Background: an optimization exercise with open tools, aiming at a short achievable clock period and few clock cycles. Do not read the settings as production practice.
Only simulation tests tie the RTL to the original design; equivalence was not proved.
No activity file was given, so power comes from the tool's default toggle rates.

==> module puf_result_uploader, before the edit <==
module puf_result_uploader #(
  parameter int         ADDR_WIDTH = 13,
  parameter int         DEPTH      = 512,
  parameter logic [7:0] HDR_BYTE   = 8'hA5
) (
  input  logic                  clk_1,
  input  logic                  rst,
  input  logic                  mem_we,
  input  logic [ADDR_WIDTH-1:0] mem_waddr,
  input  logic [7:0]            mem_din,
  input  logic                  test_done,
  input  logic                  rd_start,
  output logic                  out_valid,
  input  logic                  out_ready,
  output logic [7:0]            out_data,
  output logic                  out_last,
  output logic                  armed,
  output logic                  overflow
);
  localparam int AW = 9;    
  localparam int NG = 64;   
  logic st_cap, st_arm, st_h0, st_h1, st_h2, st_pay, st_cs, st_fin;
  logic sess_end;
  assign sess_end = st_fin & ~test_done;
  logic                  we0;
  logic [ADDR_WIDTH-1:0] wa0;
  logic [7:0]            wd0;
  logic                  in0;     
  always_ff @(posedge clk_1) begin
    we0 <= ~rst & st_cap & mem_we;
    wa0 <= mem_waddr;
    wd0 <= mem_din;
  end
  assign in0 = we0 & ~|wa0[ADDR_WIDTH-1:AW];
  logic [NG-1:0] wg1;
  logic [7:0]    wb1;
  logic [7:0]    wd1;
  always_ff @(posedge clk_1) begin
    for (int g = 0; g < NG; g++) wg1[g] <= in0 && (wa0[AW-1:3] == 6'(g));
    for (int b = 0; b < 8; b++)  wb1[b] <= (wa0[2:0] == 3'(b));
    wd1 <= wd0;
  end
  logic [DEPTH-1:0][7:0] mem;
  for (genvar i = 0; i < DEPTH; i++) begin : g_ram
    always_ff @(posedge clk_1) begin
      if (wg1[i/8] && wb1[i%8]) mem[i] <= wd1;
    end
  end
  logic [9:0] len, lenm1;
  logic       len_zero;
  always_ff @(posedge clk_1) begin
    if (rst || sess_end) len <= '0;
    else if (in0 && {1'b0, wa0[AW-1:0]} >= len) len <= {1'b0, wa0[AW-1:0]} + 10'd1;
    lenm1    <= len - 10'd1;
    len_zero <= (len == 10'd0);
  end
  always_ff @(posedge clk_1) begin
    if (rst || sess_end) overflow <= 1'b0;
    else if (st_cap && mem_we && |mem_waddr[ADDR_WIDTH-1:AW]) overflow <= 1'b1;
  end
  logic          rd_go;           
  logic [AW-1:0] ia;              
  logic          v0, v1, v2, itv;
  logic [AW-1:0] t0, t1, t2, itag;
  logic [7:0]    s1, s2, s3;      
  logic [NG-1:0][7:0] r1, r1n;
  logic [7:0][7:0]    r2, r2n;
  logic [7:0]    item, item_n;
  for (genvar g = 0; g < NG; g++) begin : g_s1
    always_comb begin
      r1n[g] = '0;
      for (int k = 0; k < 8; k++) r1n[g] = r1n[g] | (mem[g*8+k] & {8{s1[k]}});
    end
  end
  for (genvar j = 0; j < 8; j++) begin : g_s2
    always_comb begin
      r2n[j] = '0;
      for (int k = 0; k < 8; k++) r2n[j] = r2n[j] | (r1[j*8+k] & {8{s2[k]}});
    end
  end
  always_comb begin
    item_n = '0;
    for (int k = 0; k < 8; k++) item_n = item_n | (r2[k] & {8{s3[k]}});
  end
  logic [AW-1:0] oc;        
  logic          lastp;     
  logic [7:0]    acc;       
  logic          hit, want, take, load_pay;
  assign hit      = itv && (itag == oc);
  assign take     = ~out_valid | out_ready;
  assign want     = (st_h2 & ~len_zero) | (st_pay & ~(out_valid & lastp));
  assign load_pay = want & hit & take;
  always_ff @(posedge clk_1) begin
    if (rst) begin
      rd_go <= 1'b0;
      v0  <= 1'b0;
      v1  <= 1'b0;
      v2  <= 1'b0;
      itv <= 1'b0;
    end else begin
      rd_go <= ~st_cap;
      v0  <= rd_go;
      v1  <= v0 & rd_go;
      v2  <= v1 & rd_go;
      itv <= v2 & rd_go;
    end
    if (!rd_go)                ia <= '0;
    else if (hit && !load_pay) ia <= oc;
    else                       ia <= ia + AW'(1);
    t0 <= ia;
    for (int k = 0; k < 8; k++) s1[k] <= (ia[2:0] == 3'(k));
    t1 <= t0;
    r1 <= r1n;
    for (int k = 0; k < 8; k++) s2[k] <= (t0[5:3] == 3'(k));
    t2 <= t1;
    r2 <= r2n;
    for (int k = 0; k < 8; k++) s3[k] <= (t1[8:6] == 3'(k));
    itag <= t2;
    item <= item_n;
  end
  always_ff @(posedge clk_1) begin
    if (rst) begin
      st_cap    <= 1'b1;
      st_arm    <= 1'b0;
      st_h0     <= 1'b0;
      st_h1     <= 1'b0;
      st_h2     <= 1'b0;
      st_pay    <= 1'b0;
      st_cs     <= 1'b0;
      st_fin    <= 1'b0;
      armed     <= 1'b0;
      out_valid <= 1'b0;
      out_last  <= 1'b0;
    end else begin
      if (st_cap && test_done) begin
        st_cap <= 1'b0;
        st_arm <= 1'b1;
        armed  <= 1'b1;
      end
      if (st_arm && rd_start) begin
        st_arm    <= 1'b0;
        st_h0     <= 1'b1;
        armed     <= 1'b0;
        out_valid <= 1'b1;
      end
      if (st_h0 && out_ready) begin
        st_h0 <= 1'b0;
        st_h1 <= 1'b1;
      end
      if (st_h1 && out_ready) begin
        st_h1 <= 1'b0;
        st_h2 <= 1'b1;
      end
      if (st_h2 && out_ready) begin
        st_h2 <= 1'b0;
        if (len_zero) begin
          st_cs    <= 1'b1;
          out_last <= 1'b1;
        end else begin
          st_pay    <= 1'b1;
          out_valid <= hit;
        end
      end
      if (st_pay) begin
        if (out_valid && out_ready && lastp) begin
          st_pay   <= 1'b0;
          st_cs    <= 1'b1;
          out_last <= 1'b1;
        end else if (take) begin
          out_valid <= hit;
        end
      end
      if (st_cs && out_ready) begin
        st_cs     <= 1'b0;
        st_fin    <= 1'b1;
        out_valid <= 1'b0;
        out_last  <= 1'b0;
      end
      if (sess_end) begin
        st_fin <= 1'b0;
        st_cap <= 1'b1;
      end
    end
  end
  always_ff @(posedge clk_1) begin
    if (st_cap || st_arm) oc <= '0;
    else if (load_pay)    oc <= oc + AW'(1);
    if (load_pay) lastp <= ({1'b0, oc} == lenm1);
    if (st_h1)         acc <= {6'd0, len[9:8]} + len[7:0];
    else if (load_pay) acc <= acc + item;
    if (st_arm)                        out_data <= HDR_BYTE;
    else if (st_h0 && out_ready)       out_data <= {6'd0, len[9:8]};
    else if (st_h1 && out_ready)       out_data <= len[7:0];
    else if (load_pay)                 out_data <= item;
    else if ((st_h2 && out_ready && len_zero) ||
             (st_pay && out_valid && out_ready && lastp))
                                       out_data <= acc;
  end
endmodule
Settings: LEC_CHECK=0, CAP_MARGIN=20, CORE_MARGIN=2, CORE_UTILIZATION=60, SETUP_SLACK_MARGIN=3.5, SLEW_MARGIN=20, SYNTH_MEMORY_MAX_BITS=8192; clock period 6.0 ns.
run.sh (not shown) runs the stock make flow with config.mk's settings and CLKGATE_MAP_FILE= SYNTH_SCRIPT=/design/flow/synth_recipe.tcl, a recipe that flattens the netlist after the stock synthesis.
The first run ran to the end with no violations.
Testbench counts at the start, summed over its fixed seeds: cycles 34,452.
Edit:
--- a/flow/design.v
+++ b/flow/design.v
@@ -19,22 +19,20 @@
 );
   localparam int AW = 9;    
   localparam int NG = 64;   
   logic st_cap, st_arm, st_h0, st_h1, st_h2, st_pay, st_cs, st_fin;
   logic sess_end;
   assign sess_end = st_fin & ~test_done;
-  logic                  we0;
-  logic [ADDR_WIDTH-1:0] wa0;
-  logic [7:0]            wd0;
-  logic                  in0;     
+  logic          in0;
+  logic [AW-1:0] wa0;
+  logic [7:0]    wd0;
   always_ff @(posedge clk_1) begin
-    we0 <= ~rst & st_cap & mem_we;
-    wa0 <= mem_waddr;
+    in0 <= ~rst & st_cap & mem_we & ~|mem_waddr[ADDR_WIDTH-1:AW];
+    wa0 <= mem_waddr[AW-1:0];
     wd0 <= mem_din;
   end
-  assign in0 = we0 & ~|wa0[ADDR_WIDTH-1:AW];
   logic [NG-1:0] wg1;
   logic [7:0]    wb1;
   logic [7:0]    wd1;
   always_ff @(posedge clk_1) begin
     for (int g = 0; g < NG; g++) wg1[g] <= in0 && (wa0[AW-1:3] == 6'(g));
     for (int b = 0; b < 8; b++)  wb1[b] <= (wa0[2:0] == 3'(b));
@@ -47,13 +45,13 @@
     end
   end
   logic [9:0] len, lenm1;
   logic       len_zero;
   always_ff @(posedge clk_1) begin
     if (rst || sess_end) len <= '0;
-    else if (in0 && {1'b0, wa0[AW-1:0]} >= len) len <= {1'b0, wa0[AW-1:0]} + 10'd1;
+    else if (in0 && {1'b0, wa0} >= len) len <= {1'b0, wa0} + 10'd1;
     lenm1    <= len - 10'd1;
     len_zero <= (len == 10'd0);
   end
   always_ff @(posedge clk_1) begin
     if (rst || sess_end) overflow <= 1'b0;
     else if (st_cap && mem_we && |mem_waddr[ADDR_WIDTH-1:AW]) overflow <= 1'b1;
Outcome:
- The new run ran to the end with no violations
- total power goes down slightly
- maximum frequency goes up slightly
- count of clock-buffer cells in the layout goes up by 4
- first-iteration DRC count goes up by a few percent
- non-clock buffer count goes up by 8
- routed wire length hardly moves
- setup slack gets better by 0.022 ns
- die area is about the same
- flip-flop and latch count goes down by 4
- via count hardly moves
- core utilization is about the same
- combinational power stays flat
- area after synthesis stays flat
Testbench counts after the change, summed over its fixed seeds: cycles 34,452.

port drivers added, routing unchanged:
In the flow no input, the clock included, has a driving cell. The finished layouts below were timed again as built, in two steps.
Step 1: set_driving_cell puts a clkbuf_16 on clk_1 and a buf_2 on each other input, an assumption about the parent block.
Step 2 times the ports against the registers' clock, not the clock port: input delays grow and output delays shrink by t, the midpoint of the rising clock arrivals with the driver on.
a / b / c = ideal / step 1 / step 2; a / b = the first two.
| run | t (ns) | setup slack, ns | worst setup path after step 2 | latest minus earliest clock arrival (ns) | worst register clock-pin slew, ns |
|---|---|---|---|---|---|
| the first run | 1.047 | 3.368 / 3.272 / 2.946 | input to register | 0.045 / 0.045 | 0.07 / 0.07 |
| the second run | 1.060 | 3.390 / 3.293 / 2.786 | input to register | 0.048 / 0.048 | 0.07 / 0.07 |
After both steps setup and hold are still met in every run listed. For the second run, which loses most, drivers alone change the setup slack by -0.097 ns; drivers and shift together by -0.604 ns.
